This design comes from an exercise in tuning for small area on the open sky130 flow, not from production work. RTL that was checked went through simulation tests only; none was proved equivalent to the original. No functional check of the RTL was part of runs 1 to 3. Power figures rest on the tool's default switching activity, not on a simulated workload. The clock port is modelled as an ideal driver; clocking choices that lean on that would not hold on a real chip.

**flow/constraint.sdc**
```tcl
create_clock -name core_clock -period 4.0 [get_ports {clk}]
set_input_delay 0.8000 -clock core_clock [delete_from_list [all_inputs] [get_ports {clk}]]
set_output_delay 0.8000 -clock core_clock [all_outputs]
set_load 0.01 [all_outputs]
```
**flow/config.mk**
```make
export PLATFORM = sky130hd
export DESIGN_NAME = serial_parallel_converter
export DESIGN_NICKNAME = serial_parallel_converter
export VERILOG_FILES = /design/flow/design.v
export SDC_FILE = /design/flow/constraint.sdc
export NUM_CORES = 4
export LEC_CHECK = 0
export CAP_MARGIN = 20
export CORE_MARGIN = 2
export CORE_UTILIZATION = 40
export SLEW_MARGIN = 20
export SYNTH_HIERARCHICAL = 1
```
**flow/standard.sh**
```bash
#!/bin/bash
# synth_recipe.tcl (not shown) runs the flow's synth.tcl, then flattens the netlist and writes it again
# the make line also repeats each setting of config.mk as NAME=value (left out here)
make -C /OpenROAD-flow-scripts/flow DESIGN_CONFIG=/design/flow/config.mk WORK_HOME=/design/flow/orfs CLKGATE_MAP_FILE= SYNTH_SCRIPT=/design/flow/synth_recipe.tcl "${@:-finish}"
```
**flow/flow/run.sh**
```bash
#!/bin/bash
# Standard ORFS layout with two changes: the port buffers are the smallest buffer
# (buf_1) and the clock tree uses the buffers and clustering given below, without dummy loads.
set -euo pipefail
export BUFFER_PORTS_ARGS="-buffer_cell sky130_fd_sc_hd__buf_1"
export CTS_ARGS="-sink_clustering_enable -repair_clock_nets -dont_use_dummy_load -buf_list sky130_fd_sc_hd__clkbuf_16 -sink_clustering_size 25 -sink_clustering_max_diameter 80"
bash standard.sh > make_finish.log 2>&1
```
**flow/design.v**
```verilog
module serial_parallel_converter #(
    parameter int unsigned parallelWidth = 512,
    parameter int unsigned serialWidth   = 8
) (
    input  logic                                              clk,
    input  logic                                              rst,
    input  logic [serialWidth-1:0]                            inData,
    input  logic                                              inDataPresent,
    input  logic                                              inDataStartOfFrame,
    input  logic                                              inDataEndOfFrame,
    input  logic                                              inDataError,
    output logic [parallelWidth-1:0]                          outData,
    output logic                                              outValid,
    input  logic                                              outReady,
    output logic                                              outStartOfFrame,
    output logic                                              outEndOfFrame,
    output logic                                              outError,
    output logic [$clog2(parallelWidth/serialWidth):0]        outBytes,
    output logic                                              overflow
);
    localparam int unsigned N  = parallelWidth / serialWidth;
    localparam int unsigned LW = $clog2(N);
    localparam int unsigned CW = LW + 1;
    localparam int unsigned SW = serialWidth;
    logic [LW-1:0] cnt_q;       
    logic          fill_q;      
    logic          err_q;
    logic          wsof_q;
    logic          clr_q;       
    logic          ovn_q;       
    logic          hold_c, slot_c, accept_c, partial_c, complete_c, cnt_zero_c, last_c;
    logic          load_c, load_word_c, drop_c, wr_c, wr0_c, load_d_c;
    logic [LW-1:0] lane_c;
    logic [CW-1:0] new_cnt_c;
    logic          new_err_c, new_sof_c;
    logic [N-1:0]  wr_k_c, keep_k_c;
    assign cnt_zero_c = (cnt_q == '0);
    assign accept_c   = inDataPresent && (inDataStartOfFrame || fill_q);
    assign partial_c  = inDataPresent && inDataStartOfFrame && !cnt_zero_c;
    assign lane_c     = inDataStartOfFrame ? '0 : cnt_q;
    assign last_c     = (lane_c == LW'(N - 1));
    assign new_cnt_c  = {1'b0, lane_c} + CW'(1);
    assign complete_c = accept_c && (last_c || inDataEndOfFrame);
    assign new_err_c  = inDataStartOfFrame ? inDataError : (err_q || inDataError);
    assign new_sof_c  = inDataStartOfFrame || wsof_q;
    assign hold_c      = outValid && !outReady;
    assign slot_c      = !hold_c;
    assign load_word_c = complete_c && slot_c && !partial_c;
    assign load_c      = (partial_c && slot_c) || load_word_c;
    assign drop_c      = (partial_c && !slot_c) || (complete_c && !load_word_c);
    assign load_d_c    = ovn_q || outReady;
    assign wr_c  = accept_c && !inDataStartOfFrame;
    assign wr0_c = accept_c && (inDataStartOfFrame || cnt_zero_c);
    always_comb begin
        for (int k = 0; k < int'(N); k++) begin
            wr_k_c[k]   = wr_c && (cnt_q == LW'(k));
            keep_k_c[k] = !(clr_q || wr_k_c[k]);
        end
    end
    logic [parallelWidth-1:0] lanes_q;    
    genvar g;
    generate
        for (g = 1; g < int'(N) - 1; g++) begin : g_lane
            s2p_lane #(.W(SW)) u_lane (
                .clk  (clk),
                .wr   (wr_k_c[g]),
                .keep (keep_k_c[g]),
                .bus  (inData),
                .hold (hold_c),
                .load (load_d_c),
                .q    (lanes_q[g*SW +: SW])
            );
        end
    endgenerate
    assign lanes_q[SW-1:0]               = '0;
    assign lanes_q[parallelWidth-1 -: SW] = '0;
    logic [SW-1:0] acc0_q, nxt0_c, out0_q;
    logic [SW-1:0] outl_q;
    logic          wrl_c;
    assign nxt0_c = wr0_c ? inData : acc0_q;
    assign wrl_c  = wr_k_c[N-1] && load_d_c;
    assign outData = {outl_q, lanes_q[parallelWidth-SW-1:SW], out0_q};
    always_ff @(posedge clk) begin
        acc0_q <= nxt0_c;
        outl_q <= (outl_q & {SW{hold_c}}) | (inData & {SW{wrl_c}});
        if (!hold_c) begin
            out0_q <= partial_c ? acc0_q : nxt0_c;
            if (partial_c) begin
                outBytes        <= {1'b0, cnt_q};
                outStartOfFrame <= wsof_q;
                outEndOfFrame   <= 1'b1;
                outError        <= 1'b1;
            end else begin
                outBytes        <= new_cnt_c;
                outStartOfFrame <= new_sof_c;
                outEndOfFrame   <= inDataEndOfFrame;
                outError        <= new_err_c;
            end
        end
    end
    always_ff @(posedge clk) begin
        if (rst) begin
            fill_q   <= 1'b0;
            cnt_q    <= '0;
            clr_q    <= 1'b1;
            outValid <= 1'b0;
            ovn_q    <= 1'b1;
            overflow <= 1'b0;
        end else begin
            outValid <= hold_c || load_c;
            ovn_q    <= !(hold_c || load_c);
            overflow <= overflow || drop_c;
            clr_q    <= partial_c || complete_c;
            if (accept_c) begin
                if (complete_c) begin
                    cnt_q  <= '0;
                    fill_q <= inDataEndOfFrame ? 1'b0 : (slot_c && !partial_c);
                end else begin
                    cnt_q  <= new_cnt_c[LW-1:0];
                    fill_q <= 1'b1;
                end
            end
        end
    end
    always_ff @(posedge clk) begin
        if (accept_c) begin
            err_q  <= new_err_c;
            wsof_q <= complete_c ? 1'b0 : new_sof_c;
        end
    end
endmodule
module s2p_lane #(
    parameter int unsigned W = 8
) (
    input  logic         clk,
    input  logic         wr,
    input  logic         keep,
    input  logic [W-1:0] bus,
    input  logic         hold,
    input  logic         load,
    output logic [W-1:0] q
);
    logic [W-1:0] acc_q, nxt_c;
    assign nxt_c = (acc_q & {W{keep}}) | (bus & {W{wr}});
    always_ff @(posedge clk) begin
        acc_q <= nxt_c;
        q     <= (q & {W{hold}}) | (nxt_c & {W{load}});
    end
endmodule
```
==> results of run 1 <==
==> state kept, by name, indices dropped and copies added, names as in the netlist <==
signal / cells
g_lane.u_lane.acc_q: 496
g_lane.u_lane.q: 496
acc0_q: 8
out0_q: 8
outl_q: 8
outBytes: 7
cnt_q: 6
clr_q: 1
err_q: 1
fill_q: 1
outEndOfFrame: 1
outError: 1
outStartOfFrame: 1
outValid: 1
overflow: 1
ovn_q: 1
wsof_q: 1
==> routing by layer <==
layer / track usage / vias to the layer above
met4: 0.0688 / 0
li1: - / 10400
met1: 0.284 / 11400
met5: 0 / -
met2: 0.368 / 665
met3: 0.0392 / 151
==> worst register-to-register path: stages, from the launching register on <==
cell and delay (ns):
dfxtp_1 0.68, nand3_1 0.69, nor2_1 0.76, nor2_1 0.30
a22o_1 0.32, a22o_1 0.18
==> placed cells by master (no fill, tap or decap), drive strengths merged, types with 2 or more instances in the layout <==
cell    netlist  routed
nand3b        2       2
o22ai         2       2
nand3        11      11
a21oi         5       5
diode         0       2
dfxtp      1019    1019
o31ai         3       3
buf         261     569
edfxtp       20      20
nor2b         9       9
a22o       1000    1000
a21o          3       3
nand2b        2       2
and2          2       2
a31oi         2       2
clkbuf       12      58
nor2        133     133
inv           5       5
o21ai         8       8
mux2         16      16
or4           2       2
nand2        28      28
==> worst paths after layout <==
path	from	to	slack [ns]	depth (start not counted)
worst max-delay path	cnt_q[2]	g_lane[28].u_lane.q[5]	1.01	5
worst min-delay path	g_lane[55].u_lane.q[2]	g_lane[55].u_lane.q[2]	0.48	1
worst min register to register	g_lane[55].u_lane.q[2]	g_lane[55].u_lane.q[2]	0.48	1
worst max register to register	cnt_q[2]	g_lane[28].u_lane.q[5]	1.01	5
==> cell families (layout without fill, tap and decap cells) <==
logic type               after synthesis  count (layout)
buffers and inverters                279             633
other                                  0               2
AO/OA/AOI/OAI                       1030            1030
AND/OR/NAND/NOR                      196             196
flip-flops                          1039            1039
XOR/XNOR                               2               2
adder cells (fa/ha/maj)                1               1
multiplexers                          17              17
==> power groups by stage <==
| stage | clock network [mW] | registers, mW | logic, mW |
|---|---|---|---|
| 2_1_floorplan | 0 | 10.7 | 0.406 |
| 3_3_place_gp | 0 | 10.7 | 0.619 |
| 3_5_place_dp | 0 | 10.7 | 0.633 |
| 4_1_cts | 5.51 | 10.4 | 0.633 |
| 5_1_grt | 5.86 | 10.5 | 0.669 |
| 6_report | 5.38 | 10.4 | 0.633 |
==> through the flow <==
step	setup WS (ns)	power [mW]	instance area (um2)	std cells
finish	1.01	16.5	36200	3990
CTS	0.992	16.6	36200	3988
global placement	0.539	11.3	35000	3938
floorplan	0.703	11.1	33100	2564
detailed placement	0.482	11.3	35000	3938
global route	0.750	17.0	36200	3990
==> layout make-up <==
| cell class | count | area, um2 | area share |
|---|---|---|---|
| diodes | 2 | 5.00 | 0.000138 |
| flip-flops and latches | 1039 | 21000 | 0.580 |
| inverters | 6 | 30.0 | 0.000829 |
| clock buffers | 50 | 1250 | 0.0345 |
| multi-input cells | 1246 | 10000 | 0.277 |
| well taps | 1070 | 1340 | 0.0370 |
| repair buffers | 577 | 2550 | 0.0705 |
==> results.yml, run 1 <==
status:
  status: "no timing/DRC/antenna violations"
detailed_routing:
  ant_nets: 0
  routed-wl-met3_um: 5560
  via_per_inst: 5.67
  first_pass_iters: 5
  wl_met2_um: 46600
  drt_wl_total_um: 97600
  dr.first_iter.drc_count: 1402
  wl_met1_um: 42500
  top_layer: "met4"
  drc: 0
  vias: 22600
  drt-wirelength-per-cell_um: 24.5
worst_hold_path:
  hp-class: "flop to flop"
place:
  io_buffer_count: 538
  gp_congestion: 0.812
  hpwl_um: 62300
clock_network:
  cts-buffers-inserted: 50
  clock_path_buffers: 3
  clk_latency_ns: 0.62
  cts_root_buffer: "clkbuf_16"
  htreeDepth: 2
  cts.reportedPaths.clkPinSlew_ns: 0.09
  cts.sinks: 1039
  cts_tree: "done"
  cts_resized: 0
  cts_hold_buf: 0
  postCtsSetupRepairBufs: 0
timing:
  setup_viol: 0
  setup_tns_ns: 0
  hold_viol: 0
  finalCriticalPeriod_ns: 2.99
  rsz0062_at_grt: "false"
  slew_violations: 0
  clock_skew_ns: 0.0498
  period_share: 0.747
  tightest_slew_ns: 1.03
  fmax_mhz: 335
  hold-worst-slack_ns: 0.480
  max_slew_margin: 0.313
floorplan:
  io_pins: 539
  start_util: 0.403
  die_h_um: 291
  design.core.area_um2: 82000
  dieArea_um2: 84900
  die_w_um: 291
  rows: 105
critical_path:
  crit_fanout: 18
  cpMaxStageDelayCell: "nor2_1"
  cp-end-kind: "flop"
  worst-setup-path-type: "flop to flop"
  crit_buf_inv: 0
  crit_path_cell_trace: "nand3_1, nor2_1, nor2_1, a22o_1, a22o_1"
  startpoint_type: "flop"
  slowest_delay_ns: 0.75
  cp.arrival_ns: 3.49
  cp_top_family: "simple AND/OR/NAND/NOR gates"
  worst-endpoint-required_ns: 4.50
synthesis:
  netlist_instances: 2564
  synthSimpleGateAreaFrac: 0.0257
  synth_xor_xnor_area_share: 0.000530
  synth_adder_area_share: 0.000379
  synth-edff-count: 20
  synth_common_cells: "dfxtp_1 (1,019), a22o_1 (1,000), nor2_1 (133)"
  yosysMostFrequentCell: "dfxtp_1"
  ys.flop_type: "dfxtp_1"
  synth-compound-area-share: 0.272
  yosys.area.top_type: "dfxtp_1"
  synth.distinct_cells: 46
  async_flop_share: 0
  ys_warn_count: 8
  synth_mux_area_frac: 0.00575
  synth_top_area_frac: 0.617
  synth_area_leaders: "dfxtp_1 (62%), a22o_1 (26%), buf_6 (4.3%), edfxtp_1 (1.8%), nor2_1 (1.5%)"
  synth_area_um2: 33100
  synth_nets: 2580
  synth_top_family_by_area: "compound AO/OA/AOI/OAI gates"
  ys_seq_area_frac: 0.635
  synth_seq_cells: 1039
  avgSynthCellArea_um2: 12.9
pwr:
  p_sw_mw: 3.69
  leakage_nw: 13.6
  power_per_cell_area_nw_per_um2: 454
  p_seq_frac: 0.635
  peakVddDrop_v: 0.000273
  p_clk_frac: 0.327
  p_int_mw: 12.8
  pwr-share-comb: 0.038
  switching_share: 0.224
cells_and_area:
  drive_above_1_share: 0.0428
  layout.nets: 2936
  fillers: 7571
  final_util: 0.442
  syn_to_final_growth_pct: 9.62
global_route:
  antenna_found_initial: 3
  grt_pass1_wl_um: 145000
  first_global_vias: 22400
  grt_max_degree: 158
  grt.total_usage: 0.218
  grt.overflow.total: 0
job:
  drv_cap: 0
==> run 2: changes to the inputs <==
--- a/flow/config.mk
+++ b/flow/config.mk
@@ -9,3 +9,3 @@
 export CORE_MARGIN = 2
-export CORE_UTILIZATION = 40
+export CORE_UTILIZATION = 55
 export SLEW_MARGIN = 20
==> run 2 against run 1 <==
Combinational power shrank 3.9%. Wire length shrank 1.8%. Final cell count shrank 7.3%. Critical path type unchanged. Largest cell class unchanged.
==> results.yml, run 2 <==
synthesis:
  async_flop_share: 0
  synth_common_cells: "dfxtp_1 (1,019), a22o_1 (1,000), nor2_1 (133)"
  synth_area_um2: 33100
  synth_seq_cells: 1039
  netlist_instances: 2564
  yosys.area.top_type: "dfxtp_1"
  synth_nets: 2580
  ys_seq_area_frac: 0.635
  synth_area_leaders: "dfxtp_1 (62%), a22o_1 (26%), buf_6 (4.3%), edfxtp_1 (1.8%), nor2_1 (1.5%)"
  synth-edff-count: 20
  yosysMostFrequentCell: "dfxtp_1"
  avgSynthCellArea_um2: 12.9
  ys.flop_type: "dfxtp_1"
  ys_warn_count: 8
  synth.distinct_cells: 46
  synth_top_area_frac: 0.617
clock_network:
  cts_tree: "done"
  clk_latency_ns: 0.62
  cts_hold_buf: 0
  cts.reportedPaths.clkPinSlew_ns: 0.09
  cts.sinks: 1039
  cts_resized: 0
  cts-buffers-inserted: 47
  cts_root_buffer: "clkbuf_16"
  htreeDepth: 2
  clock_path_buffers: 3
  postCtsSetupRepairBufs: 0
worst_hold_path:
  whs_path_depth: 2
  hp-class: "input pin to flop"
detailed_routing:
  ant_nets: 0
  first_pass_iters: 5
  drc: 0
  dr.first_iter.drc_count: 1791
  drt-wirelength-per-cell_um: 25.9
  drt_wl_total_um: 95800
  vias: 22800
  via_per_inst: 6.15
critical_path:
  slowest_delay_ns: 0.55
  crit_path_cell_trace: "nor2_1, nand2_1, buf_4, nor2_1, nor2_1, a22o_1, a22o_1"
  cpMaxStageDelayCell: "nor2_1"
  worst-setup-path-type: "flop to flop"
  cp_top_family: "simple AND/OR/NAND/NOR gates"
  reg2reg_depth: 7
  cp_common_cell: "nor2_1"
  worst-endpoint-required_ns: 4.50
  startpoint_type: "flop"
  cp-end-kind: "flop"
  r2r_slack_ns: 0.93
  cp.arrival_ns: 3.56
  crit_buf_inv: 1
  crit_fanout: 13
  cp.depth: 7
global_route:
  first_global_vias: 22000
  grt_pass1_wl_um: 142000
  antenna_found_initial: 4
  grt_max_degree: 132
  grt.overflow.total: 0
  grt.total_usage: 0.296
cells_and_area:
  layout.nets: 2940
  largestRegisters: "g_lane.u_lane.acc_q (496), g_lane.u_lane.q (496)"
  syn_to_final_growth_pct: 8.18
  final_util: 0.604
  fillers: 4879
  layout_common_cells: "dfxtp_1 (1,018), a22o_1 (1,000), buf_1 (530)"
  drive_above_1_share: 0.0441
  final_common_cell: "dfxtp_1"
job:
  drv_cap: 0
pwr:
  peakVddDrop_v: 0.000316
  total_power_mw: 16.3
  power_per_cell_area_nw_per_um2: 455
  leakage_nw: 13.6
timing:
  tightest_slew_ns: 1.19
  hold-worst-slack_ns: 0.477
  slew_violations: 0
  setup_tns_ns: 0
  finalCriticalPeriod_ns: 3.07
  fmax_mhz: 326
  clock_skew_ns: 0.0255
  hold_viol: 0
  period_share: 0.767
  finalWorstSetupSlack_ns: 0.934
  setup_viol: 0
  rsz0062_at_grt: "false"
  max_slew_margin: 0.208
floorplan:
  die_h_um: 249
  design.core.area_um2: 59200
  start_util: 0.558
  io_pins: 539
  rows: 89
  dieArea_um2: 62100
  die_w_um: 249
place:
  place_ws_ns: 0.382
  hpwl_um: 61100
  io_buffer_count: 538
  gp_congestion: 0.822
status:
  status: "no timing/DRC/antenna violations"
run 2: cell counts after synthesis:
No cell type changed its count.
run 2: power breakdown:
group	total, mW	switching (mW)	internal (mW)
clock	5.21	3.10	2.11
combinational	0.608	0.492	0.116
sequential	10.5	0.0452	10.4
total	16.3	3.64	12.6
run 2: per-layer routing:
layer	global-route usage	share of wire
met5	0	0
met4	0.119	0.037
met2	0.465	0.45
met1	0.391	0.43
met3	0.0755	0.074
run 2: cell families after synthesis:
logic type      share of synthesized area
compound gates                      0.272
xor+xnor                         0.000530
buf+inv                            0.0607
mux                               0.00575
flops                               0.635
simple gates                       0.0257
fa+ha+maj                        0.000378
run 2: through the flow:
stage | cells | cell area [um2]
finish | 3699 | 35800
global route | 3698 | 35800
CTS | 3695 | 35700
detailed placement | 3648 | 34600
global placement | 3648 | 34600
floorplan | 2564 | 33100
run 2: worst reg2reg max path: stages, from the launching register on:
cell	delay (ns)
dfxtp_1	0.48
nor2_1	0.28
nand2_1	0.51
buf_4	0.35
nor2_1	0.55
nor2_1	0.29
a22o_1	0.32
a22o_1	0.17
run 2: cell type report:
cell class	count	area, um2	area share
Antenna cell	4	10.0	0.000280
Inverter	6	30.0	0.000840
Clock buffer	47	1180	0.0329
Timing Repair Buffer	584	2520	0.0705
Tap cell	773	967	0.0270
Multi-Input combinational cell	1246	10000	0.281
Sequential cell	1039	21000	0.587
run 2: path summary, 6_finish.rpt:
kind	from	endpoint
max	cnt_q[4]	g_lane[13].u_lane.q[7]
min	inDataError	err_q
max reg2reg	cnt_q[4]	g_lane[13].u_lane.q[7]
min reg2reg	g_lane[51].u_lane.acc_q[6]	g_lane[51].u_lane.acc_q[6]
==> run 3: changes to the inputs <==
--- a/flow/config.mk
+++ b/flow/config.mk
@@ -7,6 +7,6 @@
 export LEC_CHECK = 0
-export CAP_MARGIN = 20
+export CAP_MARGIN = 5
 export CORE_MARGIN = 2
-export CORE_UTILIZATION = 55
-export SLEW_MARGIN = 20
+export CORE_UTILIZATION = 40
+export SLEW_MARGIN = 5
 export SYNTH_HIERARCHICAL = 1
==> run 3 against run 2 <==
Still clean on timing, DRC and antenna. Non-clock buffer count decreased by 7. Count of clock-buffer cells in the layout grew 3. Clock skew up 0.024 ns. Total power is 1.1% higher. Fmax grew 2.6%. Synthesized cell count stayed put. Worst hold slack improved by 0.0028 ns. Combinational power up 4.1%. Wire length grew 1.9%. Critical endpoint is now g_lane[28].u_lane.q[5].
==> results.yml, run 3 <==
status:
  status: "no timing/DRC/antenna violations"
cells_and_area:
  largestRegisters: "g_lane.u_lane.acc_q (496), g_lane.u_lane.q (496)"
  syn_to_final_growth_pct: 9.62
  final_util: 0.442
  drive_above_1_share: 0.0428
  fillers: 7571
  final_common_cell: "dfxtp_1"
  layout.nets: 2936
  layout_common_cells: "dfxtp_1 (1,018), a22o_1 (1,000), buf_1 (530)"
critical_path:
  crit_path_cell_trace: "nand3_1, nor2_1, nor2_1, a22o_1, a22o_1"
  slowest_delay_ns: 0.75
  r2r_slack_ns: 1.01
  critPathLaunch: "cnt_q[2]"
  crit_fanout: 18
  r2r_end: "g_lane[28].u_lane.q[5]"
  cp.arrival_ns: 3.49
  worst-endpoint-required_ns: 4.50
  startpoint_type: "flop"
  cpMaxStageDelayCell: "nor2_1"
  r2r-start: "cnt_q[2]"
  cp-end-kind: "flop"
  reg2reg_depth: 5
  worst-setup-path-type: "flop to flop"
timing:
  slew_violations: 0
  finalCriticalPeriod_ns: 2.99
  tightest_slew_ns: 1.03
  max_slew_margin: 0.313
  rsz0062_at_grt: "false"
  fmax_mhz: 335
  setup_tns_ns: 0
  period_share: 0.747
  setup_viol: 0
  clock_skew_ns: 0.0498
  hold_viol: 0
pwr:
  p_sw_mw: 3.69
  p_int_mw: 12.8
  power_per_cell_area_nw_per_um2: 454
  pwr-share-comb: 0.038
  switching_share: 0.224
  peakVddDrop_v: 0.000273
  p_clk_frac: 0.327
  p_seq_frac: 0.635
  leakage_nw: 13.6
detailed_routing:
  via_per_inst: 5.67
  dr.first_iter.drc_count: 1402
  drc: 0
  drt_wl_total_um: 97600
  first_pass_iters: 5
  vias: 22600
  drt-wirelength-per-cell_um: 24.5
  ant_nets: 0
synthesis:
  synth_nets: 2580
  synth_top_family_by_area: "compound AO/OA/AOI/OAI gates"
  yosysMostFrequentCell: "dfxtp_1"
  ys_warn_count: 8
  synth_xor_xnor_area_share: 0.000530
  synth_area_um2: 33100
  ys_seq_area_frac: 0.635
  synthSimpleGateAreaFrac: 0.0257
  synth_seq_cells: 1039
  netlist_instances: 2564
  ys.flop_type: "dfxtp_1"
  synth_mux_area_frac: 0.00575
  avgSynthCellArea_um2: 12.9
  synth_adder_area_share: 0.000379
  yosys.area.top_type: "dfxtp_1"
  async_flop_share: 0
  synth_area_leaders: "dfxtp_1 (62%), a22o_1 (26%), buf_6 (4.3%), edfxtp_1 (1.8%), nor2_1 (1.5%)"
  synth_top_area_frac: 0.617
  synth-compound-area-share: 0.272
  synth_common_cells: "dfxtp_1 (1,019), a22o_1 (1,000), nor2_1 (133)"
  synth.distinct_cells: 46
  synth-edff-count: 20
floorplan:
  io_pins: 539
  design.core.area_um2: 82000
  rows: 105
  die_h_um: 291
  start_util: 0.403
  die_w_um: 291
  dieArea_um2: 84900
global_route:
  grt_pass1_wl_um: 145000
  first_global_vias: 22400
  grt.overflow.total: 0
  grt_max_degree: 158
  antenna_found_initial: 3
  grt.total_usage: 0.218
clock_network:
  cts.sinks: 1039
  clk_latency_ns: 0.62
  cts-buffers-inserted: 50
  cts_tree: "done"
  cts.reportedPaths.clkPinSlew_ns: 0.09
  htreeDepth: 2
  postCtsSetupRepairBufs: 0
  clock_path_buffers: 3
  cts_resized: 0
  cts_hold_buf: 0
  cts_root_buffer: "clkbuf_16"
worst_hold_path:
  hp-class: "flop to flop"
  hold_start: "g_lane[55].u_lane.q[2]"
  whs_path_depth: 1
  hold_end: "g_lane[55].u_lane.q[2]"
place:
  hpwl_um: 62300
  io_buffer_count: 538
  gp_congestion: 0.812
job:
  drv_cap: 0
## run 3: metrics by stage
step	total power [mW]	hold WS, ns	setup WS, ns	std cells	instance area, um2
floorplan	11.1	0.444	0.703	2564	33100
global placement	11.3	0.458	0.539	3938	35000
detailed placement	11.3	0.455	0.482	3938	35000
CTS	16.6	0.456	0.992	3988	36200
global route	17.0	0.463	0.750	3990	36200
finish	16.5	0.480	1.01	3990	36200
## run 3: cell type report
type | instances | area [um2] | area share
timing repair buffer | 577 | 2550 | 0.0705
tap | 1070 | 1340 | 0.0370
sequential | 1039 | 21000 | 0.580
clock buffer | 50 | 1250 | 0.0345
inverter | 6 | 30.0 | 0.000829
antenna | 2 | 5.00 | 0.000138
multi-input combinational | 1246 | 10000 | 0.277
## run 3: kinds of logic after synthesis
logic type | Yosys count
AO/OA/AOI/OAI | 1030
multiplexers | 17
flip-flops | 1039
AND/OR/NAND/NOR | 196
adder cells (fa/ha/maj) | 1
buffers and inverters | 279
XOR/XNOR | 2
## run 3: metal layers
layer,vias to the layer above,global-route usage,share of wire
li1,10400,-,-
met1,11400,0.284,0.44
met2,665,0.368,0.48
met3,151,0.0392,0.057
met4,0,0.0688,0.030
met5,-,0,0
## run 3: critical path: cells and delay by family, from the launching register on
family           cells  cell delay [ns]
AND/OR/NAND/NOR      3             1.73
AO/OA/AOI/OAI        2             0.50
flip-flops           1             0.68
## run 3: worst max-delay path by stage
stage                                   to  slack, ns  cells after the start
floorplan           g_lane[10].u_lane.q[0]       0.70                      5
global placement    g_lane[57].u_lane.q[5]       0.54                      7
detailed placement  g_lane[60].u_lane.q[5]       0.48                      7
CTS                 g_lane[28].u_lane.q[5]       0.99                      5
global route        g_lane[28].u_lane.q[5]       0.75                      5
finish              g_lane[28].u_lane.q[5]       1.01                      5
## run 3: power groups by stage
stage               registers (mW)  clock network [mW]  logic [mW]
CTS                           10.4                5.51       0.633
detailed placement            10.7                   0       0.633
global placement              10.7                   0       0.619
global route                  10.5                5.86       0.669
floorplan                     10.7                   0       0.406
finish                        10.4                5.38       0.633
==> run 4: changes to the inputs <==
--- a/flow/design.v
+++ b/flow/design.v
@@ -35,3 +35,4 @@
     logic          new_err_c, new_sof_c;
-    logic [N-1:0]  wr_k_c, keep_k_c;
+    logic [N-1:0]  wr_k_c;
+    logic          keep_c;
     assign cnt_zero_c = (cnt_q == '0);
@@ -55,6 +56,6 @@
         for (int k = 0; k < int'(N); k++) begin
-            wr_k_c[k]   = wr_c && (cnt_q == LW'(k));
-            keep_k_c[k] = !(clr_q || wr_k_c[k]);
+            wr_k_c[k] = wr_c && (cnt_q == LW'(k));
         end
     end
+    assign keep_c = !clr_q;
     logic [parallelWidth-1:0] lanes_q;    
@@ -66,3 +67,3 @@
                 .wr   (wr_k_c[g]),
-                .keep (keep_k_c[g]),
+                .keep (keep_c),
                 .bus  (inData),
--- a/flow/config.mk
+++ b/flow/config.mk
@@ -7,6 +7,6 @@
 export LEC_CHECK = 0
-export CAP_MARGIN = 5
+export CAP_MARGIN = 20
 export CORE_MARGIN = 2
-export CORE_UTILIZATION = 40
-export SLEW_MARGIN = 5
+export CORE_UTILIZATION = 55
+export SLEW_MARGIN = 20
 export SYNTH_HIERARCHICAL = 1
==> run 4 against run 3 <==
Non-clock buffer count down 1. Wire length shrank 3.3%. Sequential share of layout area rose by 1.2 points. Largest cell class unchanged.
==> results.yml, run 4 <==
status:
  status: "no timing/DRC/antenna violations"
floorplan:
  die_w_um: 248
  design.core.area_um2: 58900
  die_h_um: 248
  rows: 89
  dieArea_um2: 61500
  io_pins: 539
  start_util: 0.556
place:
  place_ws_ns: 0.820
  io_buffer_count: 538
  hpwl_um: 58200
  gp_congestion: 0.822
  placed_cells_incl_taps: 3576
worst_hold_path:
  hold_start: "inDataError"
  whs_path_depth: 2
  hold_end: "err_q"
  hp-class: "input pin to flop"
critical_path:
  startpoint_type: "flop"
  cp_common_cell: "a22o_1"
  worst-endpoint-required_ns: 4.57
  r2r-start: "cnt_q[2]"
  reg2reg_depth: 5
  slowest_delay_ns: 0.73
  cp-end-kind: "flop"
  crit_path_cell_trace: "nor2b_1, nand3_1, nor2_1, a22o_1, a22o_1"
  r2r_end: "g_lane[55].u_lane.q[6]"
  r2r_slack_ns: 1.31
  crit_fanout: 16
  worst-setup-path-type: "flop to flop"
  cp.arrival_ns: 3.26
  cpMaxStageDelayCell: "nor2_1"
timing:
  finalCriticalPeriod_ns: 2.69
  period_share: 0.672
  max_slew_margin: 0.270
  finalWorstSetupSlack_ns: 1.31
  rsz0062_at_grt: "false"
  slew_violations: 0
  tightest_slew_ns: 1.09
  setup_tns_ns: 0
  fmax_mhz: 372
  hold_viol: 0
  clock_skew_ns: 0.0471
  setup_viol: 0
synthesis:
  synth_nets: 2506
  ys.flop_type: "dfxtp_1"
  ys_seq_area_frac: 0.641
  synth_area_um2: 32700
  yosys.area.top_type: "dfxtp_1"
  synth_common_cells: "dfxtp_1 (1,019), a22o_1 (1,000), buf_1 (125), buf_6 (125), nor2_1 (73)"
  yosysMostFrequentCell: "dfxtp_1"
  synth_area_leaders: "dfxtp_1 (62%), a22o_1 (27%), buf_6 (4.3%), edfxtp_1 (1.8%), buf_1 (1.4%)"
  avgSynthCellArea_um2: 13.2
  netlist_instances: 2490
  async_flop_share: 0
  ys_warn_count: 8
  synth_top_area_frac: 0.623
  synth.distinct_cells: 48
  synth_seq_cells: 1039
  synth-edff-count: 20
global_route:
  grt.total_usage: 0.293
  antenna_found_initial: 2
  first_global_vias: 21200
  grt_max_degree: 192
  grt_pass1_wl_um: 137000
  grt.overflow.total: 0
clock_network:
  clk_latency_ns: 0.62
  cts_tree: "done"
  cts.sinks: 1039
  cts.reportedPaths.clkPinSlew_ns: 0.10
  cts_root_buffer: "clkbuf_16"
  postCtsSetupRepairBufs: 0
  clock_path_buffers: 3
  cts_hold_buf: 0
  htreeDepth: 2
  cts-buffers-inserted: 47
  cts_resized: 0
cells_and_area:
  final_cells: 3625
  syn_to_final_growth_pct: 8.38
  layout.nets: 2868
  layout_common_cells: "dfxtp_1 (1,019), a22o_1 (1,000), buf_1 (530)"
  largestRegisters: "g_lane.u_lane.acc_q (496), g_lane.u_lane.q (496)"
  drive_above_1_share: 0.0428
  final_common_cell: "dfxtp_1"
detailed_routing:
  drt-wirelength-per-cell_um: 26.0
  via_per_inst: 6.15
  drc: 0
  ant_nets: 0
  drt_wl_total_um: 94300
  vias: 22300
  first_pass_iters: 7
  dr.first_iter.drc_count: 1806
job:
  drv_cap: 0
pwr:
  peakVddDrop_v: 0.000421
  leakage_nw: 13.4
  power_per_cell_area_nw_per_um2: 458
[run 4: changes by cell type in the layout (fill, tap and decap cells not counted), moves of 3 or more]
cell / change
nand3_2: -3
clkbuf_16: -3
nand2_1: -9
inv_1: -3
buf_4: +3
buf_12: -4
nand3_1: +4
nor2_1: -60
nor2b_1: -3
[run 4: report_power, final]
group,leakage [nW],internal (mW),switching (mW)
Clock,0.579,2.11,3.10
Combinational,4.42,0.109,0.487
Sequential,8.42,10.4,0.0187
Total,13.4,12.6,3.60
[run 4: worst max path at each step]
stage,from,end,slack [ns],depth (start not counted)
5_1_grt,cnt_q[0],wsof_q,1.22,6
6_report,cnt_q[2],g_lane[55].u_lane.q[6],1.31,5
3_5_place_dp,inDataStartOfFrame,g_lane[25].u_lane.q[6],0.82,8
2_1_floorplan,outReady,overflow,0.62,4
3_3_place_gp,inDataStartOfFrame,g_lane[3].u_lane.q[6],0.60,7
4_1_cts,cnt_q[2],g_lane[55].u_lane.q[2],1.42,5
[run 4: stage by stage]
stage | total power [mW] | hold WS (ns) | utilization | area, um2
6_report | 16.2 | 0.452 | 0.602 | 35500
3_5_place_dp | 11.3 | 0.458 | 0.582 | 34300
4_1_cts | 16.3 | 0.416 | 0.602 | 35500
5_1_grt | 16.7 | 0.449 | 0.602 | 35500
3_3_place_gp | 11.3 | 0.457 | 0.582 | 34300
2_1_floorplan | 11.1 | 0.444 | - | 32700
[run 4: worst max-delay path, delay by kind of cell (launching register included)]
kind	cells	cell delay (ns)
DFF	1	0.61
and+or+nand+nor	3	1.62
AOI/OAI and AO/OA	2	0.40
[run 4: routing by layer]
metal	vias to the layer above	global-route usage	wire length [um]
met1	11200	0.407	41100
met5	-	0	0
met2	740	0.440	42000
li1	10200	-	-
met3	159	0.0714	7410
met4	0	0.117	3880
[run 4: cell type report]
type	instances	area, um2
Tap cell	773	967
Fill cell	4883	23400
Multi-Input combinational cell	1184	9810
Sequential cell	1039	21000
Antenna cell	2	5.00
Clock buffer	47	1180
Timing Repair Buffer	576	2500
Inverter	4	35.0
[run 4: logic make-up after synthesis]
kind of cell,synth area share
flops,0.641
simple gates,0.0183
xor+xnor,0.000268
buf+inv,0.0593
fa+ha+maj,0.000382
mux,0.00615
compound gates,0.274
==> run 5: changes to the inputs <==
==> flow/flow/run.sh (replaced) <==
#!/bin/bash
# Standard ORFS layout with two changes: the port buffers are the smallest buffer
# (buf_1) and the clock tree uses the buffers and clustering given below, without dummy loads.
set -euo pipefail
export BUFFER_PORTS_ARGS="-buffer_cell sky130_fd_sc_hd__buf_1"
export CTS_ARGS="-sink_clustering_enable -repair_clock_nets -dont_use_dummy_load -buf_list sky130_fd_sc_hd__clkbuf_8 -sink_clustering_size 18 -sink_clustering_max_diameter 60"
bash standard.sh > make_finish.log 2>&1
==> run 5 against run 4 <==
Still clean. Register-to-register slack better by 0.03 ns. Non-clock buffer count stayed put. Utilization is 0.40 points lower. Final cell count is 0.63% higher. Sequential power hardly changed. Flip-flop and latch count stayed put. Synthesized cell count stayed put.
==> results.yml, run 5 <==
timing:
  period_share: 0.665
  hold_viol: 0
  clock_skew_ns: 0.0537
  rsz0062_at_grt: "false"
  slew_violations: 0
  max_slew_margin: 0.251
  tightest_slew_ns: 1.12
  fmax_mhz: 376
  finalCriticalPeriod_ns: 2.66
  setup_viol: 0
  setup_tns_ns: 0
synthesis:
  yosysMostFrequentCell: "dfxtp_1"
  synth.distinct_cells: 48
  synth_seq_cells: 1039
  synth_area_leaders: "dfxtp_1 (62%), a22o_1 (27%), buf_6 (4.3%), edfxtp_1 (1.8%), buf_1 (1.4%)"
  ys_warn_count: 8
  synth_top_area_frac: 0.623
  yosys.area.top_type: "dfxtp_1"
  ys.flop_type: "dfxtp_1"
  avgSynthCellArea_um2: 13.2
  ys_seq_area_frac: 0.641
  synth_nets: 2506
  synth_common_cells: "dfxtp_1 (1,019), a22o_1 (1,000), buf_1 (125), buf_6 (125), nor2_1 (73)"
  async_flop_share: 0
  synth-edff-count: 20
  synth_area_um2: 32700
  netlist_instances: 2490
clock_network:
  htreeDepth: 3
  cts.reportedPaths.clkPinSlew_ns: 0.11
  clock_path_buffers: 3
  cts_root_buffer: "clkbuf_8"
  clk_latency_ns: 0.70
  postCtsSetupRepairBufs: 0
  cts_resized: 0
  cts_hold_buf: 0
  cts.sinks: 1039
  cts-buffers-inserted: 68
  cts_tree: "done"
detailed_routing:
  vias: 22400
  first_pass_iters: 5
  drt_wl_total_um: 95000
  via_per_inst: 6.14
  drt-wirelength-per-cell_um: 26.1
  ant_nets: 0
  drc: 0
  dr.first_iter.drc_count: 1668
critical_path:
  crit_fanout: 16
  startpoint_type: "flop"
  endpoint: "g_lane[55].u_lane.q[6]"
  worst-setup-path-type: "flop to flop"
  r2r_end: "g_lane[55].u_lane.q[6]"
  critPathLaunch: "cnt_q[2]"
  reg2reg_depth: 5
  r2r_slack_ns: 1.34
  worst-endpoint-required_ns: 4.62
  cp-end-kind: "flop"
  r2r-start: "cnt_q[2]"
  cp.arrival_ns: 3.28
global_route:
  grt_max_degree: 192
  antenna_found_initial: 4
  first_global_vias: 21400
  grt_pass1_wl_um: 138000
  grt.total_usage: 0.295
  grt.overflow.total: 0
floorplan:
  start_util: 0.556
  die_h_um: 248
  die_w_um: 248
  io_pins: 539
  design.core.area_um2: 58900
  dieArea_um2: 61500
  rows: 89
place:
  io_buffer_count: 538
  gp_congestion: 0.822
  hpwl_um: 58200
cells_and_area:
  layout.nets: 2889
  syn_to_final_growth_pct: 7.66
  layout_common_cells: "dfxtp_1 (1,019), a22o_1 (1,000), buf_1 (530)"
  drive_above_1_share: 0.0498
  fillers: 4926
  final_common_cell: "dfxtp_1"
  largestRegisters: "g_lane.u_lane.acc_q (496), g_lane.u_lane.q (496)"
pwr:
  leakage_nw: 13.3
  power_per_cell_area_nw_per_um2: 445
  peakVddDrop_v: 0.000351
  total_power_mw: 15.7
worst_hold_path:
  hp-class: "input pin to flop"
status:
  status: "no timing/DRC/antenna violations"
job:
  drv_cap: 0
-- run 5: cell count changes in the layout (fill, tap and decap cells not counted) --
cell and delta:
clkbuf_16 -47, clkbuf_8 +68, diode_2 +2
-- run 5: critical path: stages (launching register included) --
cell and delay (ns):
dfxtp_1 0.62, nor2b_1 0.40, nand3_1 0.46, nor2_1 0.73, a22o_1 0.28, a22o_1 0.12
-- run 5: cell families (layout without fill, tap and decap cells) --
| group | after synthesis | count (layout) | share of synthesized area |
|---|---|---|---|
| AOI/OAI and AO/OA | 1031 | 1031 | 0.274 |
| buffers and inverters | 267 | 648 | 0.0593 |
| adders and majority gates | 1 | 1 | 0.000382 |
| muxes | 18 | 18 | 0.00615 |
| and+or+nand+nor | 133 | 133 | 0.0183 |
| DFF | 1039 | 1039 | 0.641 |
| xor gates and xnor gates | 1 | 1 | 0.000268 |
| other | 0 | 4 | 0 |
-- run 5: cell type report --
cell class                      count  area, um2  share of cell area
Sequential cell                  1039      21000               0.596
Clock buffer                       68        936              0.0265
Multi-Input combinational cell   1184       9810               0.278
Inverter                            4       35.0            0.000994
Tap cell                          773        967              0.0274
Timing Repair Buffer              576       2500              0.0708
Antenna cell                        4       10.0            0.000284
-- run 5: worst min path at each step --
stage	cells after the start	end	slack (ns)	start
finish	2	err_q	0.42	inDataError
global route	2	err_q	0.39	inDataError
CTS	2	err_q	0.37	inDataError
detailed placement	1	g_lane[55].u_lane.acc_q[6]	0.46	g_lane[55].u_lane.acc_q[6]
global placement	1	acc0_q[7]	0.46	acc0_q[7]
floorplan	1	g_lane[10].u_lane.acc_q[6]	0.44	g_lane[10].u_lane.acc_q[6]
-- run 5: metrics by stage --
stage	std cells	instance area [um2]	hold WS [ns]	setup slack, ns	util
floorplan	2490	32700	0.444	0.619	-
global placement	3576	34300	0.457	0.599	0.582
detailed placement	3576	34300	0.458	0.820	0.582
CTS	3644	35200	0.369	1.42	0.598
global route	3646	35200	0.391	1.20	0.598
finish	3648	35300	0.424	1.34	0.598
-- run 5: metal layers --
| layer | routed length [um] | track usage |
|---|---|---|
| met2 | 42400 | 0.442 |
| met3 | 7590 | 0.0807 |
| met4 | 3930 | 0.117 |
| met5 | 0 | 0 |
| met1 | 41100 | 0.405 |
-- run 5: where the power goes --
part / leakage (nW) / switching (mW) / internal [mW]
Sequential: 8.42 / 0.0188 / 10.4
Combinational: 4.42 / 0.487 / 0.109
Clock: 0.489 / 3.10 / 1.54
==> run 6: changes to the inputs <==
==> flow/flow/run.sh (replaced) <==
#!/bin/bash
# Standard ORFS layout with two changes: the port buffers are the smallest buffer
# (buf_1) and the clock tree uses the buffers and clustering given below, without dummy loads.
set -euo pipefail
export BUFFER_PORTS_ARGS="-buffer_cell sky130_fd_sc_hd__buf_1"
export CTS_ARGS="-sink_clustering_enable -repair_clock_nets -dont_use_dummy_load -buf_list sky130_fd_sc_hd__clkbuf_8 -sink_clustering_size 16 -sink_clustering_max_diameter 60"
bash standard.sh > make_finish.log 2>&1
==> run 6 against run 5 <==
Critical path depth unchanged. Final area up 0.27%. Combinational power about the same. Total power up 1.2%. Flip-flop and latch count unchanged. Largest power group unchanged. Worst hold slack worse by 0.017 ns. Highest routed layer unchanged. Count of clock-buffer cells in the layout up 7. Non-clock buffer count unchanged. Register-to-register slack better by 0.02 ns.
==> results.yml, run 6 <==
status:
  status: "no timing/DRC/antenna violations"
cells_and_area:
  largestRegisters: "g_lane.u_lane.acc_q (496), g_lane.u_lane.q (496)"
  multi_input_area_um2: 9810
  final_common_cell: "dfxtp_1"
  syn_to_final_growth_pct: 7.95
  drive_above_1_share: 0.0521
  final-seq-area_um2: 21000
  layout_common_cells: "dfxtp_1 (1,019), a22o_1 (1,000), buf_1 (530)"
  layout.nets: 2896
  final_util: 0.600
  fillers: 4913
global_route:
  met2_usage: 0.447
  grt_pass1_wl_um: 138000
  grt.total_usage: 0.295
  antenna_found_initial: 3
  grt_max_degree: 192
  use_met3: 0.0815
  busiest_layer: "met2"
  grt_use_met1: 0.405
  first_global_vias: 21400
  grt.overflow.total: 0
critical_path:
  worst-endpoint-required_ns: 4.62
  cp.arrival_ns: 3.27
  cp-end-kind: "flop"
  reg2reg_depth: 5
  startpoint_type: "flop"
  endpoint: "g_lane[55].u_lane.q[6]"
  crit_fanout: 16
  r2r-start: "cnt_q[2]"
  critPathLaunch: "cnt_q[2]"
  worst-setup-path-type: "flop to flop"
  r2r_end: "g_lane[55].u_lane.q[6]"
  r2r_slack_ns: 1.36
synthesis:
  synth-edff-count: 20
  synth_area_leaders: "dfxtp_1 (62%), a22o_1 (27%), buf_6 (4.3%), edfxtp_1 (1.8%), buf_1 (1.4%)"
  synth_area_um2: 32700
  ys_seq_area_frac: 0.641
  synth.distinct_cells: 48
  netlist_instances: 2490
  avgSynthCellArea_um2: 13.2
  synth_seq_cells: 1039
  yosys.area.top_type: "dfxtp_1"
  yosysMostFrequentCell: "dfxtp_1"
  synth_common_cells: "dfxtp_1 (1,019), a22o_1 (1,000), buf_1 (125), buf_6 (125), nor2_1 (73)"
  ys.flop_type: "dfxtp_1"
  ys_warn_count: 8
  synth_top_area_frac: 0.623
  async_flop_share: 0
  synth_nets: 2506
pwr:
  total_power_mw: 15.9
  leakage_nw: 13.4
  peakVddDrop_v: 0.000345
  power_per_cell_area_nw_per_um2: 448
timing:
  tightest_slew_ns: 1.12
  hold_viol: 0
  clock_skew_ns: 0.0475
  setup_viol: 0
  max_slew_margin: 0.255
  slew_violations: 0
  fmax_mhz: 378
  finalCriticalPeriod_ns: 2.64
  period_share: 0.661
  setup_tns_ns: 0
  rsz0062_at_grt: "false"
place:
  hpwl_um: 58200
  io_buffer_count: 538
  gp_congestion: 0.822
clock_network:
  htreeDepth: 3
  cts_hold_buf: 0
  cts_tree: "done"
  cts_root_buffer: "clkbuf_8"
  clk_latency_ns: 0.70
  cts.reportedPaths.clkPinSlew_ns: 0.10
  cts_resized: 0
  postCtsSetupRepairBufs: 0
  clock_path_buffers: 3
  cts.sinks: 1039
  cts-buffers-inserted: 75
detailed_routing:
  first_pass_iters: 7
  dr.first_iter.drc_count: 1774
  drc: 0
  vias: 22500
  drt_wl_total_um: 94700
  ant_nets: 0
  drt-wirelength-per-cell_um: 25.9
  via_per_inst: 6.15
job:
  drv_cap: 0
floorplan:
  die_w_um: 248
  start_util: 0.556
  rows: 89
  io_pins: 539
  design.core.area_um2: 58900
  dieArea_um2: 61500
  die_h_um: 248
worst_hold_path:
  hp-class: "input pin to flop"
run 6: cell types whose count changed in the layout (fill, tap and decap cells not counted):
cell,previous run,this run
clkbuf_8,68,75
run 6: kinds of logic after synthesis:
group | synth area share
flip-flops | 0.641
AO/OA/AOI/OAI | 0.274
buffers and inverters | 0.0593
AND/OR/NAND/NOR | 0.0183
multiplexers | 0.00615
XOR/XNOR | 0.000268
adder cells (fa/ha/maj) | 0.000382
run 6: layer usage:
metal  wire length, um  vias up
met5                 0        -
met4              3750        0
met3              7750      180
met2             42200      773
met1             41000    11300
li1                  -    10200
run 6: cell type report:
type | instances | area share
inverter | 4 | 0.000991
clock buffer | 75 | 0.0292
timing repair buffer | 576 | 0.0707
multi-input combinational | 1184 | 0.277
antenna | 4 | 0.000283
sequential | 1039 | 0.594
tap | 773 | 0.0274
run 6: where the power goes:
part	internal, mW	switching (mW)	total, mW
sequential	10.4	0.0189	10.4
combinational	0.109	0.487	0.596
clock	1.69	3.13	4.82
total	12.2	3.64	15.9
run 6: worst min path at each step:
stage                                       endpoint                       start  depth (start not counted)
after global placement                     acc0_q[7]                   acc0_q[7]                          1
after floorplan           g_lane[10].u_lane.acc_q[6]  g_lane[10].u_lane.acc_q[6]                          1
after global routing                           err_q                 inDataError                          2
final                                          err_q                 inDataError                          2
after detailed placement  g_lane[55].u_lane.acc_q[6]  g_lane[55].u_lane.acc_q[6]                          1
after CTS                                      err_q                 inDataError                          2
run 6: critical path: stages, from the launching register on:
cell and delay [ns]:
dfxtp_1 0.62, nor2b_1 0.40, nand3_1 0.47, nor2_1 0.71
a22o_1 0.27, a22o_1 0.12
run 6: metrics by stage:
step | hold slack (ns) | worst slack, ns | area, um2 | cells
after global placement | 0.457 | 0.599 | 34300 | 3576
after CTS | 0.363 | 1.42 | 35300 | 3651
after global routing | 0.389 | 1.20 | 35300 | 3653
after detailed placement | 0.458 | 0.820 | 34300 | 3576
after floorplan | 0.444 | 0.619 | 32700 | 2490
final | 0.407 | 1.36 | 35300 | 3655
==> run 7: changes to the inputs <==
--- a/flow/config.mk
+++ b/flow/config.mk
@@ -9,3 +9,3 @@
 export CORE_MARGIN = 2
-export CORE_UTILIZATION = 55
+export CORE_UTILIZATION = 70
 export SLEW_MARGIN = 20
==> run 7 against run 6 <==
Utilization is 16 points higher. Worst setup slack worse by 0.082 ns. Die area down 21%. Critical path type is now input pin to flop. Largest cell class unchanged.
==> results.yml, run 7 <==
status:
  status: "no timing/DRC/antenna violations"
pwr:
  total_power_mw: 15.7
  peakVddDrop_v: 0.000360
  leakage_nw: 13.4
  power_per_cell_area_nw_per_um2: 448
critical_path:
  worst-endpoint-required_ns: 4.61
  critPathLaunch: "inDataStartOfFrame"
  r2r-start: "fill_q"
  r2r_slack_ns: 1.33
  reg2reg_depth: 5
  worst-setup-path-type: "input pin to flop"
  cp.arrival_ns: 3.34
  crit_fanout: 16
  cp-end-kind: "flop"
  startpoint_type: "input pin"
  r2r_end: "g_lane[49].u_lane.q[5]"
worst_hold_path:
  hold_end: "err_q"
  whs_path_depth: 2
  hp-class: "input pin to flop"
  hold_start: "inDataError"
floorplan:
  start_util: 0.706
  die_h_um: 220
  design.core.area_um2: 46400
  die_w_um: 220
  rows: 79
  io_pins: 539
  dieArea_um2: 48500
timing:
  period_share: 0.682
  clock_skew_ns: 0.0307
  slew_violations: 0
  fmax_mhz: 367
  setup_viol: 0
  tightest_slew_ns: 0.994
  hold_viol: 0
  setup_tns_ns: 0
  max_slew_margin: 0.337
  rsz0062_at_grt: "false"
  finalCriticalPeriod_ns: 2.73
cells_and_area:
  largestRegisters: "g_lane.u_lane.acc_q (496), g_lane.u_lane.q (496)"
  final_area_um2: 35100
  drive_above_1_share: 0.0505
  syn_to_final_growth_pct: 7.20
  layout_common_cells: "dfxtp_1 (1,019), a22o_1 (1,000), buf_1 (530)"
  final_common_cell: "dfxtp_1"
  fillers: 3189
  final_util: 0.757
  layout.nets: 2892
clock_network:
  clk_latency_ns: 0.69
  clock_path_buffers: 3
  postCtsSetupRepairBufs: 0
  cts_hold_buf: 0
  cts_root_buffer: "clkbuf_8"
  cts.reportedPaths.clkPinSlew_ns: 0.10
  cts-buffers-inserted: 74
  htreeDepth: 3
  cts.sinks: 1039
  cts_resized: 0
  cts_tree: "done"
synthesis:
  yosysMostFrequentCell: "dfxtp_1"
  synth.distinct_cells: 48
  ys_seq_area_frac: 0.641
  async_flop_share: 0
  ys_warn_count: 8
  yosys.area.top_type: "dfxtp_1"
  synth_seq_cells: 1039
  synth-edff-count: 20
  synth_area_leaders: "dfxtp_1 (62%), a22o_1 (27%), buf_6 (4.3%), edfxtp_1 (1.8%), buf_1 (1.4%)"
  ys.flop_type: "dfxtp_1"
  avgSynthCellArea_um2: 13.2
  synth_nets: 2506
  synth_top_area_frac: 0.623
  synth_area_um2: 32700
  synth_common_cells: "dfxtp_1 (1,019), a22o_1 (1,000), buf_1 (125), buf_6 (125), nor2_1 (73)"
  netlist_instances: 2490
detailed_routing:
  drt-wirelength-per-cell_um: 25.7
  first_pass_iters: 6
  ant_nets: 0
  vias: 23100
  via_per_inst: 6.63
  drt_wl_total_um: 89600
  drc: 0
  dr.first_iter.drc_count: 2045
global_route:
  grt_pass1_wl_um: 132000
  grt.total_usage: 0.354
  first_global_vias: 21600
  antenna_found_initial: 3
  grt.overflow.total: 0
  grt_max_degree: 145
place:
  hpwl_um: 56200
  gp_congestion: 0.853
  io_buffer_count: 538
  dpl_cell_area_um2: 34100
job:
  drv_cap: 0
## run 7: kinds of logic after synthesis
family                     count (synthesis)  share of synthesized area
and+or+nand+nor                          133                     0.0183
adders and majority gates                  1                   0.000382
DFF                                     1039                      0.641
AOI/OAI and AO/OA                       1031                      0.274
buffers and inverters                    267                     0.0593
muxes                                     18                    0.00615
xor gates and xnor gates                   1                   0.000268
## run 7: through the flow
step / hold slack, ns / cells / setup WS, ns
after floorplan: 0.444 / 2490 / 0.619
after global placement: 0.457 / 3407 / 0.665
after detailed placement: 0.457 / 3407 / 0.628
after CTS: 0.361 / 3481 / 1.34
after global routing: 0.384 / 3484 / 1.13
final: 0.402 / 3484 / 1.27
## run 7: power breakdown
group	internal [mW]	switching, mW
Clock	1.67	3.06
Combinational	0.108	0.474
Sequential	10.4	0.0190
Total	12.2	3.55
## run 7: layout make-up
class / count / area [um2] / share of cell area
Clock buffer: 74 / 1020 / 0.0290
Antenna cell: 3 / 7.51 / 0.000214
Timing Repair Buffer: 573 / 2480 / 0.0707
Multi-Input combinational cell: 1184 / 9800 / 0.279
Tap cell: 607 / 759 / 0.0216
Inverter: 4 / 30.0 / 0.000855
Sequential cell: 1039 / 21000 / 0.598
## run 7: how the worst max path moves through the flow
stage	end	slack, ns	cells after the start
final	g_lane[49].u_lane.q[5]	1.27	7
after global routing	g_lane[49].u_lane.q[7]	1.13	7
after CTS	g_lane[49].u_lane.q[5]	1.34	7
after detailed placement	g_lane[49].u_lane.q[5]	0.63	7
after global placement	g_lane[49].u_lane.q[5]	0.67	7
after floorplan	overflow	0.62	4
## run 7: routing by layer
layer  vias to the layer above  wire length [um]  share of wire  track usage
met4                         0              3510          0.039        0.139
met2                      1051             40400           0.45        0.534
met5                         -                 0              0            0
li1                      10200                 -              -            -
met1                     11600             36900           0.41        0.481
met3                       196              8880          0.099        0.107
## run 7: worst max-delay path, cell delays in order
cell and delay [ns]:
buf_1 0.11, buf_4 0.20, and3b_1 0.33, nand3_1 0.59, nor2_1 0.87, a22o_1 0.30
a22o_1 0.13
==> run 8: changes to the inputs <==
==> flow/flow/run.sh (replaced) <==
#!/bin/bash
# Standard ORFS layout with two changes: the port buffers are the smallest buffer
# (buf_1) and the clock tree uses the buffers and clustering given below, without dummy loads.
set -euo pipefail
export BUFFER_PORTS_ARGS="-buffer_cell sky130_fd_sc_hd__buf_1"
export CTS_ARGS="-sink_clustering_enable -repair_clock_nets -dont_use_dummy_load -buf_list sky130_fd_sc_hd__clkbuf_16 -sink_clustering_size 32 -sink_clustering_max_diameter 70"
bash standard.sh > make_finish.log 2>&1
==> run 8 against run 7 <==
Still clean on timing, DRC and antenna. Critical path depth stayed put. Utilization hardly changed. Global-route usage is 0.20 points lower. First-iteration DRC count is 1.6% higher. Combinational power hardly changed. Synthesized cell count stayed put. Sequential share of layout area hardly changed. Worst hold slack better by 0.060 ns. Die area stayed put. Total power is 0.34% higher. Register-to-register slack worse by 0.04 ns. Critical path type unchanged. Critical endpoint unchanged. Highest routed layer unchanged.
==> results.yml, run 8 <==
cells_and_area:
  layout.nets: 2858
  final_common_cell: "dfxtp_1"
  largestRegisters: "g_lane.u_lane.acc_q (496), g_lane.u_lane.q (496)"
  syn_to_final_growth_pct: 7.15
  final_util: 0.757
  final_area_um2: 35100
  layout_common_cells: "dfxtp_1 (1,019), a22o_1 (1,000), buf_1 (530)"
  final-seq-area_um2: 21000
  multi_input_area_um2: 9800
  fillers: 3170
  drive_above_1_share: 0.0391
  final_cells: 3451
global_route:
  grt.overflow.total: 0
  grt_max_degree: 145
  first_global_vias: 21400
  grt.total_usage: 0.352
  grt_pass1_wl_um: 132000
  antenna_found_initial: 4
timing:
  max_slew_margin: 0.346
  finalWorstSetupSlack_ns: 1.20
  clock_skew_ns: 0.0595
  setup_tns_ns: 0
  slew_violations: 0
  rsz0062_at_grt: "false"
  hold-worst-slack_ns: 0.463
  hold_viol: 0
  tightest_slew_ns: 0.981
  setup_viol: 0
  fmax_mhz: 357
  period_share: 0.700
  finalCriticalPeriod_ns: 2.80
synthesis:
  netlist_instances: 2490
  yosysMostFrequentCell: "dfxtp_1"
  ys.flop_type: "dfxtp_1"
  synth.distinct_cells: 48
  ys_warn_count: 8
  synth_nets: 2506
  synth_common_cells: "dfxtp_1 (1,019), a22o_1 (1,000), buf_1 (125), buf_6 (125), nor2_1 (73)"
  synth-edff-count: 20
  synth_top_area_frac: 0.623
  avgSynthCellArea_um2: 13.2
  yosys.area.top_type: "dfxtp_1"
  synth_area_leaders: "dfxtp_1 (62%), a22o_1 (27%), buf_6 (4.3%), edfxtp_1 (1.8%), buf_1 (1.4%)"
  synth_area_um2: 32700
  synth_seq_cells: 1039
  ys_seq_area_frac: 0.641
  async_flop_share: 0
detailed_routing:
  vias: 22900
  ant_nets: 0
  drt_wl_total_um: 89600
  drc: 0
  first_pass_iters: 5
  via_per_inst: 6.65
  drt-wirelength-per-cell_um: 26.0
  dr.first_iter.drc_count: 2078
critical_path:
  worst-setup-path-type: "input pin to flop"
  startpoint_type: "input pin"
  slowest_delay_ns: 0.88
  cpMaxStageDelayCell: "nor2_1"
  cp.arrival_ns: 3.34
  cp_common_cell: "a22o_1"
  crit_fanout: 16
  cp-end-kind: "flop"
  crit_path_cell_trace: "buf_1, buf_4, and3b_1, nand3_1, nor2_1, a22o_1, a22o_1"
  worst-endpoint-required_ns: 4.54
clock_network:
  cts_root_buffer: "clkbuf_16"
  clk_latency_ns: 0.63
  cts_resized: 0
  cts_hold_buf: 0
  postCtsSetupRepairBufs: 0
  cts.reportedPaths.clkPinSlew_ns: 0.11
  cts.sinks: 1039
  cts_tree: "done"
  htreeDepth: 2
  cts-buffers-inserted: 40
  clock_path_buffers: 3
pwr:
  total_power_mw: 15.8
  power_per_cell_area_nw_per_um2: 450
  p_clk_frac: 0.302
  p_seq_frac: 0.661
  peakVddDrop_v: 0.000430
  p_int_mw: 12.3
  p_sw_mw: 3.45
  switching_share: 0.219
  pwr-share-comb: 0.037
  leakage_nw: 13.3
worst_hold_path:
  hp-class: "input pin to flop"
floorplan:
  io_pins: 539
  die_w_um: 220
  rows: 79
  dieArea_um2: 48500
  start_util: 0.706
  design.core.area_um2: 46400
  die_h_um: 220
status:
  status: "no timing/DRC/antenna violations"
place:
  io_buffer_count: 538
  place_ws_ns: 0.628
  placed_cells_incl_taps: 3407
  gp_congestion: 0.853
  dpl_cell_area_um2: 34100
  hpwl_um: 56200
job:
  drv_cap: 0
==> run 8: kinds of logic (layout without fill, tap and decap cells) <==
| logic type | count (synthesis) | in the layout | synth area share |
|---|---|---|---|
| flip-flops | 1039 | 1039 | 0.641 |
| XOR/XNOR | 1 | 1 | 0.000268 |
| multiplexers | 18 | 18 | 0.00615 |
| AND/OR/NAND/NOR | 133 | 133 | 0.0183 |
| buffers and inverters | 267 | 617 | 0.0593 |
| AO/OA/AOI/OAI | 1031 | 1031 | 0.274 |
| adder cells (fa/ha/maj) | 1 | 1 | 0.000382 |
| other | 0 | 4 | 0 |
==> run 8: worst paths after layout <==
| check | startpoint | endpoint | slack [ns] | cells after the start |
|---|---|---|---|---|
| hold / removal | inDataError | err_q | 0.46 | 2 |
| setup / recovery | inDataStartOfFrame | g_lane[49].u_lane.q[5] | 1.20 | 7 |
| setup reg to reg | fill_q | g_lane[49].u_lane.q[5] | 1.29 | 5 |
| hold reg to reg | g_lane[39].u_lane.q[2] | g_lane[39].u_lane.q[2] | 0.48 | 1 |
==> run 8: area by class of cell <==
| class | instances | share of cell area |
|---|---|---|
| well taps | 607 | 0.0216 |
| clock buffers | 40 | 0.0285 |
| diodes | 4 | 0.000285 |
| repair buffers | 573 | 0.0708 |
| flip-flops and latches | 1039 | 0.599 |
| inverters | 4 | 0.000856 |
| multi-input cells | 1184 | 0.279 |
==> run 8: layer usage <==
layer	share of wire	GRT usage	vias up
li1	-	-	10100
met1	0.41	0.482	11500
met2	0.45	0.537	1071
met3	0.096	0.0907	190
met4	0.042	0.141	0
met5	0	0	-
==> run 8: critical path: cells and delay by family <==
kind	cells	cell delay [ns]
AND/OR/NAND/NOR	3	1.78
AO/OA/AOI/OAI	2	0.43
buffers and inverters	2	0.31
==> run 8: power by group through the flow <==
stage          logic, mW  clock network, mW  registers (mW)
5_1_grt            0.601               5.13            10.4
6_report           0.583               4.77            10.4
2_1_floorplan      0.372                  0            10.7
3_3_place_gp       0.563                  0            10.7
4_1_cts            0.568               4.78            10.4
3_5_place_dp       0.568                  0            10.7
==> run 9: changes to the inputs <==
--- a/flow/design.v
+++ b/flow/design.v
@@ -77,13 +77,23 @@
     assign lanes_q[parallelWidth-1 -: SW] = '0;
-    logic [SW-1:0] acc0_q, nxt0_c, out0_q;
+    logic [SW-1:0] out0_q;
+    logic          sel0_c;
     logic [SW-1:0] outl_q;
     logic          wrl_c;
-    assign nxt0_c = wr0_c ? inData : acc0_q;
+    assign sel0_c = wr0_c && !partial_c;
     assign wrl_c  = wr_k_c[N-1] && load_d_c;
+    s2p_lane0 #(.W(SW)) u_lane0 (
+        .clk     (clk),
+        .wr      (wr0_c),
+        .keep    (!wr0_c),
+        .sel_in  (sel0_c),
+        .sel_acc (!sel0_c),
+        .bus     (inData),
+        .hold    (hold_c),
+        .load    (load_d_c),
+        .q       (out0_q)
+    );
     assign outData = {outl_q, lanes_q[parallelWidth-SW-1:SW], out0_q};
     always_ff @(posedge clk) begin
-        acc0_q <= nxt0_c;
         outl_q <= (outl_q & {SW{hold_c}}) | (inData & {SW{wrl_c}});
         if (!hold_c) begin
-            out0_q <= partial_c ? acc0_q : nxt0_c;
             if (partial_c) begin
@@ -150 +160,21 @@
 endmodule
+module s2p_lane0 #(
+    parameter int unsigned W = 8
+) (
+    input  logic         clk,
+    input  logic         wr,
+    input  logic         keep,
+    input  logic         sel_in,
+    input  logic         sel_acc,
+    input  logic [W-1:0] bus,
+    input  logic         hold,
+    input  logic         load,
+    output logic [W-1:0] q
+);
+    logic [W-1:0] acc_q, src_c;
+    assign src_c = (bus & {W{sel_in}}) | (acc_q & {W{sel_acc}});
+    always_ff @(posedge clk) begin
+        acc_q <= (acc_q & {W{keep}}) | (bus & {W{wr}});
+        q     <= (q & {W{hold}}) | (src_c & {W{load}});
+    end
+endmodule
==> flow/flow/run.sh (replaced) <==
#!/bin/bash
# Standard ORFS layout with two changes: the port buffers are the smallest buffer
# (buf_1) and the clock tree uses the buffers and clustering given below, without dummy loads.
set -euo pipefail
export BUFFER_PORTS_ARGS="-buffer_cell sky130_fd_sc_hd__buf_1"
export CTS_ARGS="-sink_clustering_enable -repair_clock_nets -dont_use_dummy_load -buf_list sky130_fd_sc_hd__clkbuf_8 -sink_clustering_size 16 -sink_clustering_max_diameter 60"
bash standard.sh > make_finish.log 2>&1
--- a/flow/config.mk
+++ b/flow/config.mk
@@ -10,2 +10,3 @@
 export CORE_UTILIZATION = 70
+export PLACE_DENSITY = 0.85
 export SLEW_MARGIN = 20
==> run 9 against run 8 <==
Still clean. Global-route usage is essentially flat. Combinational power grew 1%. Utilization shrank 0.11 points. Clock skew shrank 0.016 ns. Flip-flop and latch count is the same. Highest routed layer unchanged.
==> results.yml, run 9 <==
critical_path:
  worst-endpoint-required_ns: 4.57
  endpoint: "u_lane0.acc_q[7]"
  critPathLaunch: "inDataStartOfFrame"
  reg2reg_depth: 7
  r2r_slack_ns: 1.14
  r2r-start: "fill_q"
synthesis:
  synth.distinct_cells: 41
  synth_top_area_frac: 0.629
  synth_common_cells: "dfxtp_1 (1,027), a22o_1 (1,026), buf_1 (126), buf_6 (126), nor2_1 (74)"
  synth_seq_cells: 1039
  synth_area_um2: 32700
  yosysMostFrequentCell: "dfxtp_1"
  synth_area_leaders: "dfxtp_1 (63%), a22o_1 (27%), buf_6 (4.3%), buf_1 (1.4%), edfxtp_1 (1.1%)"
  ys.flop_type: "dfxtp_1"
  synth-edff-count: 12
  synth_nets: 2518
  ys_seq_area_frac: 0.640
pwr:
  total_power_mw: 15.8
  power_per_cell_area_nw_per_um2: 450
cells_and_area:
  drive_above_1_share: 0.0450
  final_common_cell: "dfxtp_1"
  fillers: 2964
  syn_to_final_growth_pct: 7.18
place:
  hpwl_um: 55500
clock_network:
  clk_latency_ns: 0.69
  cts_tree: "done"
  cts_resized: 0
detailed_routing:
  drc: 0
  first_pass_iters: 5
  dr.first_iter.drc_count: 2169
  via_per_inst: 6.64
  drt_wl_total_um: 88800
floorplan:
  io_pins: 539
  rows: 79
  start_util: 0.705
  dieArea_um2: 48400
global_route:
  grt.overflow.total: 0
  first_global_vias: 22500
  grt.total_usage: 0.352
  grt_pass1_wl_um: 132000
timing:
  finalCriticalPeriod_ns: 3.06
  clock_skew_ns: 0.0436
  hold_viol: 0
  setup_viol: 0
  tightest_slew_ns: 1.22
  max_slew_margin: 0.186
  rsz0062_at_grt: "false"
worst_hold_path:
  whs_path_depth: 2
status:
  status: "no timing/DRC/antenna violations"
==> run 9: cell types whose count changed in the layout (fill, tap and decap cells not counted), sizes merged, moves of 3 or more <==
cell    delta
clkbuf    +34
a22o      +26
mux2      -17
dfxtp      +8
edfxtp     -8
buf        +4
inv        +3
nand3      -3
==> run 9: kinds of logic (layout without fill, tap and decap cells) <==
kind of cell | count (synthesis) | after routing | synth area share
AOI/OAI and AO/OA | 1056 | 1056 | 0.281
adders and majority gates | 1 | 1 | 0.000383
buffers and inverters | 274 | 658 | 0.0604
DFF | 1039 | 1039 | 0.640
other | 0 | 4 | 0
and+or+nand+nor | 132 | 132 | 0.0178
==> run 9: layout make-up <==
| class | count | area [um2] | share of cell area |
|---|---|---|---|
| Antenna cell | 4 | 10.0 | 0.000286 |
| Clock buffer | 75 | 1030 | 0.0295 |
| Inverter | 7 | 41.3 | 0.00118 |
| Multi-Input combinational cell | 1189 | 9800 | 0.280 |
| Sequential cell | 1039 | 20900 | 0.597 |
| Tap cell | 607 | 759 | 0.0217 |
| Timing Repair Buffer | 576 | 2480 | 0.0707 |
==> run 9: worst min-delay path by stage <==
stage | startpoint | end | slack, ns
after floorplan | g_lane[10].u_lane.acc_q[6] | g_lane[10].u_lane.acc_q[6] | 0.44
final | inDataError | err_q | 0.43
after global placement | g_lane[9].u_lane.acc_q[6] | g_lane[9].u_lane.acc_q[6] | 0.46
after CTS | inDataError | err_q | 0.39
after global routing | inDataError | err_q | 0.40
after detailed placement | g_lane[10].u_lane.acc_q[6] | g_lane[10].u_lane.acc_q[6] | 0.46
==> run 9: per-layer routing <==
metal | GRT usage | wire [um] | share of wire | vias up
met5 | 0 | 0 | 0 | -
met4 | 0.192 | 5300 | 0.060 | 0
met3 | 0.0882 | 8070 | 0.091 | 280
met2 | 0.530 | 39700 | 0.45 | 1200
met1 | 0.470 | 35800 | 0.40 | 11500
li1 | - | - | - | 10200
==> run 9: metrics by stage <==
step / util / instance area, um2 / hold slack, ns / worst slack, ns / cells
finish: 0.756 / 35000 / 0.427 / 0.944 / 3497
global route: 0.756 / 35000 / 0.401 / 0.762 / 3497
CTS: 0.756 / 35000 / 0.388 / 1.11 / 3493
detailed placement: 0.733 / 34000 / 0.459 / 0.363 / 3418
global placement: 0.733 / 34000 / 0.457 / 0.746 / 3418
floorplan: - / 32700 / 0.444 / 0.855 / 2502
==> run 9: worst max-delay path: stages <==
cell and delay, ns:
buf_1 0.19, buf_4 0.23, o21ai_0 0.50, inv_2 0.23, nand4_1 0.35, inv_1 0.24
nor2_1 0.51, inv_1 0.29, a22o_1 0.27
==> run 9: where the power goes <==
group	switching (mW)	total, mW	internal (mW)
sequential	0.0290	10.4	10.4
combinational	0.478	0.590	0.111
clock	3.06	4.75	1.69

Check on run 9: ideal ports give 0.944 ns setup slack; a clkbuf_16 on the clock port and buf_2 on the inputs give 0.937 ns; moving port delays by the midpoint clock arrival (0.722 ns) as well gives 0.215 ns.
